Source: an optimization exercise on an open RTL-to-GDS flow (aim: a short achievable clock period and few clock cycles per item). Production flows keep margins and buffers that such runs may drop. Function was checked by simulation only, so behaviour that the tests miss may differ from the original. No activity file was given, so power comes from the tool's default toggle rates.

===== design/flow/config.mk =====
export PLATFORM = sky130hd
export DESIGN_NAME = luby_restart_scheduler
export DESIGN_NICKNAME = luby_restart_scheduler
export VERILOG_FILES = /design/flow/design.v
export SDC_FILE = /design/flow/constraint.sdc
export NUM_CORES = 4
export LEC_CHECK = 0
export ABC_CLOCK_PERIOD_IN_PS = 2000
export CAP_MARGIN = 20
export CORE_MARGIN = 2
export CORE_UTILIZATION = 40
export GPL_TIMING_DRIVEN = 1
export SETUP_SLACK_MARGIN = 3.0
export SLEW_MARGIN = 20
export SYNTH_HIERARCHICAL = 1

===== design/flow/constraint.sdc =====
create_clock -name core_clock -period 5.0 [get_ports {clk}]
set_input_delay 1.0000 -clock core_clock [delete_from_list [all_inputs] [get_ports {clk}]]
set_output_delay 1.0000 -clock core_clock [all_outputs]
set_load 0.01 [all_outputs]

===== design/flow/design.v =====
`timescale 1ns / 1ps
`default_nettype none
package lrs_pkg;
    localparam int LRS_INDEX_BITS = 32;
    localparam int LRS_COUNT_W    = 48;
    localparam int LRS_UNIT_W     = 16;
    localparam int LRS_TOTAL_W    = 32;
    localparam int LRS_LIMIT_W    = LRS_COUNT_W + 1;
    localparam logic [LRS_UNIT_W-1:0] LRS_UNIT_RESET = LRS_UNIT_W'(100);
endpackage
`default_nettype wire
`timescale 1ns / 1ps
`default_nettype none
import lrs_pkg::*;
module lrs_luby_unit #(
    parameter int INDEX_BITS = 32,
    parameter int SEQ_W      = 6,
    parameter int GAP_W      = LRS_UNIT_W + INDEX_BITS - 1
) (
    input  wire logic                  clk,
    input  wire logic                  rst_n,
    input  wire logic [LRS_UNIT_W-1:0] unit,
    input  wire logic                  reload,    
    input  wire logic                  reload2,   
    input  wire logic                  advance,   
    input  wire logic                  last,      
    output logic [GAP_W-1:0]           gap0,
    output logic [GAP_W-1:0]           gap1
);
    logic [INDEX_BITS-1:0] u_reg;     
    logic [SEQ_W-1:0]      e0_reg;    
    logic [SEQ_W-1:0]      e1_reg;    
    logic [GAP_W-1:0]      gap0_reg;
    logic [GAP_W-1:0]      gap1_reg;
    logic [INDEX_BITS-1:0] us_reg;    
    logic [INDEX_BITS-1:0] u_inc;     
    logic                  wrap;
    assign wrap = us_reg[0];
    lrs_counter #(.W(INDEX_BITS), .LO(2), .INIT(2), .LAZY(1'b1)) u_u (
        .clk   (clk),
        .rst_n (rst_n),
        .inc   (advance && !last && wrap),
        .value (u_reg),
        .value_inc (u_inc)
    );
    always_ff @(posedge clk or negedge rst_n)
    begin
        if (!rst_n)
        begin
            us_reg <= INDEX_BITS'(2);
            e0_reg <= '0;
            e1_reg <= '0;
        end
        else if (advance)
        begin
            e0_reg <= e1_reg;
            if (!last)
            begin
                if (wrap)
                begin
                    us_reg <= u_inc;
                    e1_reg <= '0;
                end
                else
                begin
                    us_reg <= us_reg >> 1;
                    e1_reg <= e1_reg + SEQ_W'(1);
                end
            end
        end
    end
    always_ff @(posedge clk)
    begin
        if (reload)
        begin
            gap0_reg <= GAP_W'(unit) << {e0_reg[SEQ_W-1:2], 2'b00};
            gap1_reg <= GAP_W'(unit) << {e1_reg[SEQ_W-1:2], 2'b00};
        end
        else if (reload2)
        begin
            gap0_reg <= gap0_reg << e0_reg[1:0];
            gap1_reg <= gap1_reg << e1_reg[1:0];
        end
        else if (advance)
        begin
            gap0_reg <= gap1_reg;
            if (!last)
                gap1_reg <= wrap ? GAP_W'(unit) : {gap1_reg[GAP_W-2:0], 1'b0};
        end
    end
    assign gap0 = gap0_reg;
    assign gap1 = gap1_reg;
endmodule
module lrs_counter #(
    parameter int W    = 32,
    parameter int LO   = 4,
    parameter int INIT = 0,
    parameter bit LAZY = 1'b0
) (
    input  wire logic         clk,
    input  wire logic         rst_n,
    input  wire logic         inc,
    output logic [W-1:0]      value,
    output logic [W-1:0]      value_inc    
);
    localparam logic [W-1:0] INIT_V = W'(INIT);
    logic [LO-1:0]   lo_reg;
    logic [W-LO-1:0] hi_reg;
    logic [W-LO-1:0] hi_up_reg;    
    logic            carry_reg;    
    always_ff @(posedge clk or negedge rst_n)
    begin
        if (!rst_n)
        begin
            lo_reg    <= INIT_V[LO-1:0];
            hi_reg    <= INIT_V[W-1:LO];
            carry_reg <= 1'b0;
        end
        else
        begin
            if (inc)
                lo_reg <= lo_reg + LO'(1);
            if (LAZY)
            begin
                carry_reg <= inc && &lo_reg;
                if (carry_reg)
                    hi_reg <= hi_up_reg;
            end
            else if (inc && &lo_reg)
                hi_reg <= hi_up_reg;
        end
    end
    always_ff @(posedge clk)
        hi_up_reg <= hi_reg + (W-LO)'(1);
    assign value     = {hi_reg, lo_reg};
    assign value_inc = {(&lo_reg) ? hi_up_reg : hi_reg, lo_reg + LO'(1)};
endmodule
module lrs_gp_tree #(
    parameter int N = 4
) (
    input  wire logic [N-1:0] g,
    input  wire logic [N-1:0] p,
    output logic              go,
    output logic              po
);
    localparam int L = (N > 1) ? $clog2(N) : 1;
    localparam int M = 1 << L;
    logic [2*M-2:0] tg;    
    logic [2*M-2:0] tp;
    for (genvar i = 0; i < M; i++) begin : g_leaf
        if (i < N) begin : g_in
            assign tg[M-1+i] = g[i];
            assign tp[M-1+i] = p[i];
        end else begin : g_pad
            assign tg[M-1+i] = 1'b0;
            assign tp[M-1+i] = 1'b1;
        end
    end
    for (genvar k = 0; k < M - 1; k++) begin : g_node
        assign tg[k] = tg[2*k+2] | (tp[2*k+2] & tg[2*k+1]);
        assign tp[k] = tp[2*k+2] & tp[2*k+1];
    end
    assign go = tg[0];
    assign po = tp[0];
endmodule
module lrs_cmp_part #(
    parameter int AW = 48,
    parameter int GW = 47,
    parameter int NG = 13       
) (
    input  wire logic [AW-1:0] a,
    input  wire logic [AW-1:0] b,
    input  wire logic [GW-1:0] g,
    output logic [NG-1:0]      grp_g,
    output logic [NG-1:0]      grp_p
);
    logic [49:0]     oa;
    logic [49:0]     ob;
    logic [49:0]     og;
    logic [49:0]     x;
    logic [49:0]     y;
    logic [4*NG-1:0] bg;
    logic [4*NG-1:0] bp;
    assign oa = {{(50-AW){1'b0}}, a};
    assign ob = ~{{(50-AW){1'b0}}, b};
    assign og = ~{{(50-GW){1'b0}}, g};
    assign x  = oa ^ ob ^ og;
    assign y  = {(oa[48:0] & ob[48:0]) | (oa[48:0] & og[48:0]) | (ob[48:0] & og[48:0]), 1'b1};
    assign bg = (4*NG)'(x[48:0] & y[48:0]);
    assign bp = {{(4*NG-49){1'b1}}, x[48:0] | y[48:0]};
    for (genvar j = 0; j < NG; j++) begin : g_grp
        lrs_gp_tree #(.N(4)) u_grp (
            .g (bg[4*j +: 4]), .p (bp[4*j +: 4]), .go (grp_g[j]), .po (grp_p[j]));
    end
endmodule
module lrs_cmp_fin #(
    parameter int NG = 13
) (
    input  wire logic [NG-1:0] grp_g,
    input  wire logic [NG-1:0] grp_p,
    output logic               gt
);
    logic c;
    logic unused_p;
    lrs_gp_tree #(.N(NG)) u_join (
        .g (grp_g), .p (grp_p), .go (c), .po (unused_p));
    assign gt = c;
endmodule
module lrs_fire (
    input  wire logic       clk,
    input  wire logic       rst_n,
    input  wire logic       a_valid,    
    input  wire logic [3:0] a_gt,       
    output logic            fire,
    output logic            b_valid     
);
    logic gt_prev;
    logic gt_old;
    logic prev_fire;    
    always_ff @(posedge clk or negedge rst_n)
    begin
        if (!rst_n)
        begin
            b_valid   <= 1'b0;
            prev_fire <= 1'b0;
        end
        else
        begin
            b_valid   <= a_valid;
            prev_fire <= fire;
        end
    end
    always_ff @(posedge clk)
    begin
        gt_prev <= prev_fire ? a_gt[1] : a_gt[0];
        gt_old  <= prev_fire ? a_gt[2] : a_gt[3];
    end
    assign fire = b_valid && (prev_fire ? gt_prev : gt_old);
endmodule
module lrs_pick #(
    parameter int W = 1
) (
    input  wire logic         sel,
    input  wire logic [W-1:0] a1,
    input  wire logic [W-1:0] a0,
    output logic [W-1:0]      y
);
    assign y = sel ? a1 : a0;
endmodule
module lrs_pick4 #(
    parameter int W = 1
) (
    input  wire logic [1:0]     sel,
    input  wire logic [4*W-1:0] a,      
    output logic [W-1:0]        y
);
    assign y = a[sel*W +: W];
endmodule
`default_nettype wire
`timescale 1ns / 1ps
`default_nettype none
import lrs_pkg::*;
module luby_restart_scheduler #(
    parameter int INDEX_BITS = lrs_pkg::LRS_INDEX_BITS
) (
    input  wire logic                              clk,
    input  wire logic                              rst_n,
    input  wire logic                              cfg_wr_en,
    input  wire logic [lrs_pkg::LRS_UNIT_W-1:0]    cfg_wr_data,
    input  wire logic                              in_valid,
    output logic                                   in_ready,
    input  wire logic [lrs_pkg::LRS_COUNT_W-1:0]   conflict_count,
    output logic                                   out_valid,
    input  wire logic                              out_ready,
    output logic                                   restart,
    output logic [lrs_pkg::LRS_TOTAL_W-1:0]        restart_total
);
    localparam int SEQ_W = $clog2(INDEX_BITS);
    localparam int GAP_W = LRS_UNIT_W + INDEX_BITS - 1;
    localparam int QD    = 5;
    logic [LRS_UNIT_W-1:0]  unit_reg;
    logic                   reload_n;    
    logic                   reload2_n;   
    logic                   in_ready_reg;
    logic [2:0]             occ_reg;
    logic [LRS_COUNT_W-1:0] a1_count;
    logic                   a1_valid;
    logic [LRS_COUNT_W-1:0] a2_count;
    logic                   a2_valid;
    logic [3:0][12:0]        a2_g;
    logic [3:0][12:0]        a2_p;
    logic [LRS_COUNT_W-1:0] b_count;
    logic                   b_valid;
    logic [LRS_COUNT_W-1:0] lim_count;
    logic [GAP_W-1:0]       lim_gap;
    logic [INDEX_BITS-1:0]  total;       
    logic [QD-1:0]          q_valid;
    logic                   out_vld;     
    logic [QD-1:0]          q_fire;
    logic [GAP_W-1:0]       gap0;
    logic [GAP_W-1:0]       gap1;
    logic                   accept;
    logic                   fire;
    logic                   total_max;   
    logic                   total_last;  
    logic                   total_step;
    assign accept = in_valid && in_ready_reg;
    logic [3:0][2:0] occ_opt;    
    logic [3:0]      rdy_opt;
    always_comb
    begin
        for (int k = 0; k < 4; k++)
        begin
            occ_opt[k] = occ_reg + 3'(k[1] && in_ready_reg) - 3'(k[0] && q_valid[0]);
            rdy_opt[k] = occ_opt[k] < 3'(QD);
        end
    end
    logic [2:0] occ_next;
    logic       rdy_next;
    lrs_pick4 #(.W(4)) u_pick_in (
        .sel ({in_valid, out_ready}),
        .a   ({occ_opt[3], rdy_opt[3], occ_opt[2], rdy_opt[2],
               occ_opt[1], rdy_opt[1], occ_opt[0], rdy_opt[0]}),
        .y   ({occ_next, rdy_next}));
    always_ff @(posedge clk or negedge rst_n)
    begin
        if (!rst_n)
        begin
            unit_reg    <= LRS_UNIT_RESET;
            reload_n    <= 1'b0;
            reload2_n   <= 1'b0;
            occ_reg     <= '0;
            a1_valid    <= 1'b0;
        end
        else
        begin
            if (cfg_wr_en)
                unit_reg <= cfg_wr_data;
            reload_n    <= !cfg_wr_en;   
            reload2_n   <= reload_n;
            occ_reg     <= occ_next;
            a1_valid    <= accept;
        end
    end
    always_ff @(posedge clk)
        in_ready_reg <= rdy_next;
    always_ff @(posedge clk)
        a1_count <= conflict_count;
    logic [3:0][12:0] a1_g;
    logic [3:0][12:0] a1_p;
    lrs_cmp_part #(.AW(LRS_COUNT_W), .GW(GAP_W)) u_cmp_p1g0 (
        .a (a1_count), .b (a2_count), .g (gap0),
        .grp_g (a1_g[0]), .grp_p (a1_p[0]));
    lrs_cmp_part #(.AW(LRS_COUNT_W), .GW(GAP_W)) u_cmp_p1g1 (
        .a (a1_count), .b (a2_count), .g (gap1),
        .grp_g (a1_g[1]), .grp_p (a1_p[1]));
    lrs_cmp_part #(.AW(LRS_COUNT_W), .GW(GAP_W)) u_cmp_p2 (
        .a (a1_count), .b (b_count), .g (gap0),
        .grp_g (a1_g[2]), .grp_p (a1_p[2]));
    lrs_cmp_part #(.AW(LRS_COUNT_W), .GW(GAP_W)) u_cmp_lim (
        .a (a1_count), .b (lim_count), .g (lim_gap),
        .grp_g (a1_g[3]), .grp_p (a1_p[3]));
    always_ff @(posedge clk)
    begin
        a2_count <= a1_count;
        a2_g     <= a1_g;
        a2_p     <= a1_p;
    end
    logic [3:0] a2_gt;
    for (genvar k = 0; k < 4; k++) begin : g_fin
        lrs_cmp_fin u_fin (
            .grp_g (a2_g[k]), .grp_p (a2_p[k]), .gt (a2_gt[k]));
    end
    always_ff @(posedge clk)
        b_count <= a2_count;
    logic fire_l;    
    logic fire_q;    
    logic b_valid_q;
    lrs_fire u_fire (
        .clk (clk), .rst_n (rst_n), .a_valid (a2_valid), .a_gt (a2_gt),
        .fire (fire), .b_valid (b_valid));
    lrs_fire u_fire_l (
        .clk (clk), .rst_n (rst_n), .a_valid (a2_valid), .a_gt (a2_gt),
        .fire (fire_l), .b_valid ());
    lrs_fire u_fire_q (
        .clk (clk), .rst_n (rst_n), .a_valid (a2_valid), .a_gt (a2_gt),
        .fire (fire_q), .b_valid (b_valid_q));
    assign total_step = fire && !total_max;
    always_ff @(posedge clk or negedge rst_n)
    begin
        if (!rst_n)
        begin
            a2_valid  <= 1'b0;
            lim_count  <= '0;
            lim_gap    <= '0;
            total_max  <= 1'b0;
            total_last <= 1'b0;
        end
        else
        begin
            a2_valid  <= a1_valid;
            if (fire)
            begin
                lim_count <= b_count;
                lim_gap   <= gap0;
            end
            if (total_step)
            begin
                total_max  <= total_last;
                total_last <= total == {{(INDEX_BITS-2){1'b1}}, 2'b01};
            end
        end
    end
    lrs_counter #(.W(INDEX_BITS), .LO(4), .INIT(0), .LAZY(1'b1)) u_total (
        .clk   (clk),
        .rst_n (rst_n),
        .inc   (total_step),
        .value (total),
        .value_inc ()
    );
    lrs_luby_unit #(
        .INDEX_BITS (INDEX_BITS),
        .SEQ_W      (SEQ_W),
        .GAP_W      (GAP_W)
    ) u_luby (
        .clk     (clk),
        .rst_n   (rst_n),
        .unit    (unit_reg),
        .reload  (!reload_n),
        .reload2 (!reload2_n),
        .advance (fire_l && !total_max),
        .last    (total_last),
        .gap0    (gap0),
        .gap1    (gap1)
    );
    localparam int LO = 4;
    localparam int HI = INDEX_BITS - LO;
    logic [3:0][QD-1:0]     n_valid;
    logic [3:0][QD-1:0]     n_fire;
    logic [3:0]             n_load;      
    logic [3:0]             n_hfire;     
    logic [LO-1:0]          head_lo;
    logic [HI-1:0]          head_hi;
    logic [HI-1:0]          head_hi_up;  
    logic                   head_live;   
    logic                   head_zero;
    logic                   head_max;    
    logic [INDEX_BITS-1:0]  out_total;   
    logic                   out_fire;    
    always_comb
    begin
        for (int c = 0; c < 4; c++)
        begin
            logic          tk;
            logic          f;
            logic [QD:0]   sv;
            logic [QD:0]   sf;
            logic [QD-1:0] wr;
            tk = c[1] && q_valid[0];
            f  = c[0];
            for (int i = 0; i < QD; i++)
            begin
                sv[i] = tk ? ((i < QD - 1) ? q_valid[i+1] : 1'b0) : q_valid[i];
                sf[i] = tk ? ((i < QD - 1) ? q_fire[i+1]  : 1'b0) : q_fire[i];
            end
            sv[QD] = 1'b0;
            sf[QD] = 1'b0;
            for (int i = 0; i < QD; i++)
                wr[i] = b_valid_q && !sv[i] && (i == 0 || sv[i-1]);
            for (int i = 0; i < QD; i++)
            begin
                n_valid[c][i] = sv[i] || wr[i];
                n_fire[c][i]  = wr[i] ? f : sf[i];
            end
            n_load[c]  = (tk && q_valid[1]) || wr[0];
            n_hfire[c] = wr[0] ? f : q_fire[1];
        end
    end
    logic [3:0][LO-1:0] h_lo;
    logic [3:0][HI-1:0] h_hi;
    logic [3:0]         h_max;
    assign head_zero = !head_live;
    always_comb
    begin
        for (int c = 0; c < 4; c++)
        begin
            logic step;
            step = n_hfire[c] && (head_zero || !head_max);
            if (head_zero)
            begin
                h_lo[c]  = LO'(n_hfire[c]);
                h_hi[c]  = '0;
                h_max[c] = 1'b0;
            end
            else
            begin
                h_lo[c]  = step ? head_lo + LO'(1) : head_lo;
                h_hi[c]  = (step && &head_lo) ? head_hi_up : head_hi;
                h_max[c] = head_max || (step && {head_hi, head_lo} == {{(INDEX_BITS-1){1'b1}}, 1'b0});
            end
        end
    end
    localparam int SW = 2 * QD + 2 + INDEX_BITS;
    localparam int OW = 2 + INDEX_BITS;
    logic [3:0][SW-1:0] st_c;
    logic [3:0][OW-1:0] out_c;
    logic [1:0][SW-1:0] st_opt;
    logic [1:0][OW-1:0] out_opt;
    logic [SW-1:0]      st_int;
    logic [OW-1:0]      st_out;
    always_comb
    begin
        for (int c = 0; c < 4; c++)
        begin
            st_c[c]  = {n_valid[c],
                        n_fire[c][QD-1:1],
                        n_load[c] ? n_hfire[c] : q_fire[0],
                        head_live || n_load[c],
                        n_load[c] ? h_max[c] : head_max,
                        n_load[c] ? {h_hi[c], h_lo[c]} : {head_hi, head_lo}};
            out_c[c] = {n_valid[c][0],
                        n_load[c] ? n_hfire[c] : q_fire[0],
                        n_load[c] ? {h_hi[c], h_lo[c]} : {head_hi, head_lo}};
        end
    end
    for (genvar t = 0; t < 2; t++) begin : g_pick_fire
        lrs_pick #(.W(SW)) u_pick_state_f (
            .sel (fire_q), .a1 (st_c[2*t+1]), .a0 (st_c[2*t]), .y (st_opt[t]));
        lrs_pick #(.W(OW)) u_pick_out_f (
            .sel (fire_q), .a1 (out_c[2*t+1]), .a0 (out_c[2*t]), .y (out_opt[t]));
    end
    lrs_pick #(.W(SW)) u_pick_state (
        .sel (out_ready), .a1 (st_opt[1]), .a0 (st_opt[0]), .y (st_int));
    lrs_pick #(.W(OW)) u_pick_out (
        .sel (out_ready), .a1 (out_opt[1]), .a0 (out_opt[0]), .y (st_out));
    always_ff @(posedge clk or negedge rst_n)
    begin
        if (!rst_n)
        begin
            q_valid   <= '0;
            out_vld   <= 1'b0;
            q_fire[0] <= 1'b0;
            head_live <= 1'b0;
        end
        else
        begin
            q_valid   <= st_int[SW-1 -: QD];
            out_vld   <= st_out[INDEX_BITS+1];
            q_fire[0] <= st_int[INDEX_BITS+2];
            head_live <= st_int[INDEX_BITS+1];
        end
    end
    always_ff @(posedge clk)
    begin
        q_fire[QD-1:1] <= st_int[SW-1-QD -: QD-1];
        head_max       <= st_int[INDEX_BITS];
        {head_hi, head_lo} <= st_int[INDEX_BITS-1:0];
        head_hi_up     <= head_hi + HI'(1);
        out_fire       <= st_out[INDEX_BITS];
        out_total      <= st_out[INDEX_BITS-1:0];
    end
    assign in_ready      = in_ready_reg;
    assign out_valid     = out_vld;
    assign restart       = out_fire;
    assign restart_total = LRS_TOTAL_W'(out_total);
endmodule
`default_nettype wire

===== design/flow/run.sh =====
#!/bin/bash
# synth_recipe.tcl (not shown) runs the flow's synth.tcl, then flattens the netlist and writes it again
# the make line also repeats each setting of config.mk as NAME=value (left out here)
make -C /OpenROAD-flow-scripts/flow DESIGN_CONFIG=/design/flow/config.mk WORK_HOME=/design/flow/orfs CLKGATE_MAP_FILE= SYNTH_SCRIPT=/design/flow/synth_recipe.tcl finish

==> flow_summary.ini <==
[status]
status = complete, no violations

[run]
cap_violations = 0

[grt]
grt_pass1_vias = 29200
antenna_found_initial = 1
grt_pass1_wl_um = 165000
grt_max_degree = 95
grt_use_total = 0.195
grt.overflow.total = 0

[timing]
tns_ns = 0
final-setup-viol-count = 0
whs_ns = 0.343
max_freq_ghz = 0.454
finalClockSkew_ns = 0.0375
relSlewSlack = 0.466
fin_crit_sh = 0.440
slew_violations = 0
min_period_ns = 2.20
worst_pin_slew_ns = 0.802
hold_violations = 0
fin_ws_ns = 2.80
rsz0062_at_grt = yes

[route]
wl_um = 106000
drtPass1Iterations = 6
wl_met3_um = 6150
drc_errors = 0
vias_per_cell = 5.29
wl_met2_um = 49800
drt_iter0_drc = 2184
vias = 29100
wl_per_cell_um = 19.2
top_layer = met5
antenna_left = 0
m1WireLength_um = 46900

[final_layout]
top_register = a2_g
layout-drive-gt1-share = 0.235
fin_area_um2 = 47900
stdcell_count = 5498
largest_reg_flops = 52
fin_util = 0.470
nets = 4331
area_growth_pct = 16.4

[worst_setup_path]
path_common_cell = mux2_4
start_kind = register
path_cells = ha_4 -> nand3_4 -> o41ai_4 -> buf_6 -> nand2_8 -> a22o_1 -> mux2_4 -> mux2_4
arrival_ns = 2.74
cp_num_buf_inv = 1
critical_path_class = register to register
critical_path.endpoint_type = register
worst_ep_required_time_ns = 5.54
cp_max_fo = 7
crit_family = compound AO/OA/AOI/OAI gates
cp_slowest_stage_delay_ns = 0.38
crit_slowest_cell = dfxtp_4

[floorplan]
die_w_um = 325
die_area_um2 = 105000
pin_count = 104
rows = 117
core-area_um2 = 102000
start_util = 0.404
die_h_um = 325

[clocking]
clock-sinks = 743
clkLatencyLatePin_ns = 0.66
cts-buffers-inserted = 86
tritoncts = done
clockBufferDepth = 3
root_buffer = clkbuf_16
h-tree-depth = 3
clkSlewWorstSetupHoldPaths_ns = 0.06

[pwr]
p_total_mw = 25.3
p_per_area_nw_per_um2 = 529
ir_drop_mv = 0.298
p_leak_nw = 20.5

[worst_hold_path]
hold_path.class = input pin to asynchronous set/reset pin

[yosys]
yosys_warnings = 15
syn_area_um2 = 41100
syn_avg_cell_area_um2 = 10.6
synth_cells = 3892

[placement]
pre_cts_ws_ns = 1.91
port_buffers = 103
place_hpwl_um = 67600
placed_cells = 5218
place_area_um2 = 43000
place_congestion = 0.912
[power breakdown]
| group | internal, mW | switching, mW | leakage (nW) |
|---|---|---|---|
| clock network | 4.07 | 2.65 | 1.51 |
| logic | 4.41 | 4.93 | 11.6 |
| registers | 7.62 | 1.65 | 7.48 |
[final timing paths]
| path | end | start | cells past startpoint | slack (ns) |
|---|---|---|---|---|
| hold / removal | lim_gap[5] | rst_n | 1 | 0.34 |
| setup reg to reg | out_total[28] | head_lo[1] | 8 | 2.80 |
| hold reg to reg | a2_valid | a1_valid | 0 | 0.35 |
| max in group asynchronous | u_fire_q.b_valid | rst_n | 2 | 3.53 |
| min in group core_clock | a2_valid | a1_valid | 0 | 0.35 |
| setup / recovery | out_total[28] | head_lo[1] | 8 | 2.80 |
[placed cells by master (no fill, tap or decap), drive strengths merged, types with 10 or more instances in the layout]
master,instances
inv,253
dfxtp,407
nand2b,26
o221ai,21
clkdlybuf4s50,66
a21o,19
buf,157
xor2,29
nor4,13
nor2b,62
o21ai,177
a32oi,10
xnor2,59
dfrtp,237
a221o,13
nor2,375
nand3,51
a22o,79
a21oi,175
o211ai,15
edfxtp,94
a2111oi,11
nand2,487
clkinv,26
a31oi,10
a221oi,26
mux2,466
fa,188
mux4,11
a22oi,19
clkbuf,127
nand4,44
and2,14
mux2i,149
o22ai,24
conb,36
nor3,31
ha,18
[area by class of cell]
type	instances	area, um^2
fillers	9394	54000
multi-input cells	2743	22600
flip-flops and latches	743	17100
clock buffers	123	2580
repair buffers	228	2370
well taps	1368	1710
inverters	253	972
clock inverters	38	474
repair inverters	1	5.00
diodes	1	2.50
[layer usage]
metal / vias up / track usage
li1: 13800 / -
met1: 14300 / 0.262
met2: 791 / 0.323
met3: 198 / 0.0332
met4: 2 / 0.0588
met5: - / 0
[what timing repair did]
action | 4_1_cts | 5_1_grt
setup endpoints to repair | 420 | 157
hold buffers | 0 | 0
pin swaps | 19 | 32
setup buffers | 57 | 37
resized for setup | 279 | 87
cloned | 13 | 11
Testbench counts, summed over its fixed seeds: cycles 22,528, items 22,400.

## separate check: timing with driven ports
In the flow no input, the clock included, has a driving cell. The finished layout below was timed again as built, in two steps.
Step 1 sets driving cells, clkbuf_16 on the clock port and buf_2 on the other inputs (assumed; they add their load-dependent delay and slew).
Step 2 times the ports against the registers' clock, not the clock port: input delays grow and output delays shrink by t, the midpoint of the rising clock arrivals with the driver on.
Slacks: ideal ports / drivers / drivers and shift; pairs: ideal ports / drivers.
t, ns: 0.711
slack for setup (ns): 2.798 / 2.770 / 2.490
worst setup path after step 2: input to register
After both steps this run still meets setup and hold. For this run, drivers alone change the setup slack by -0.028 ns; drivers and shift together by -0.308 ns.
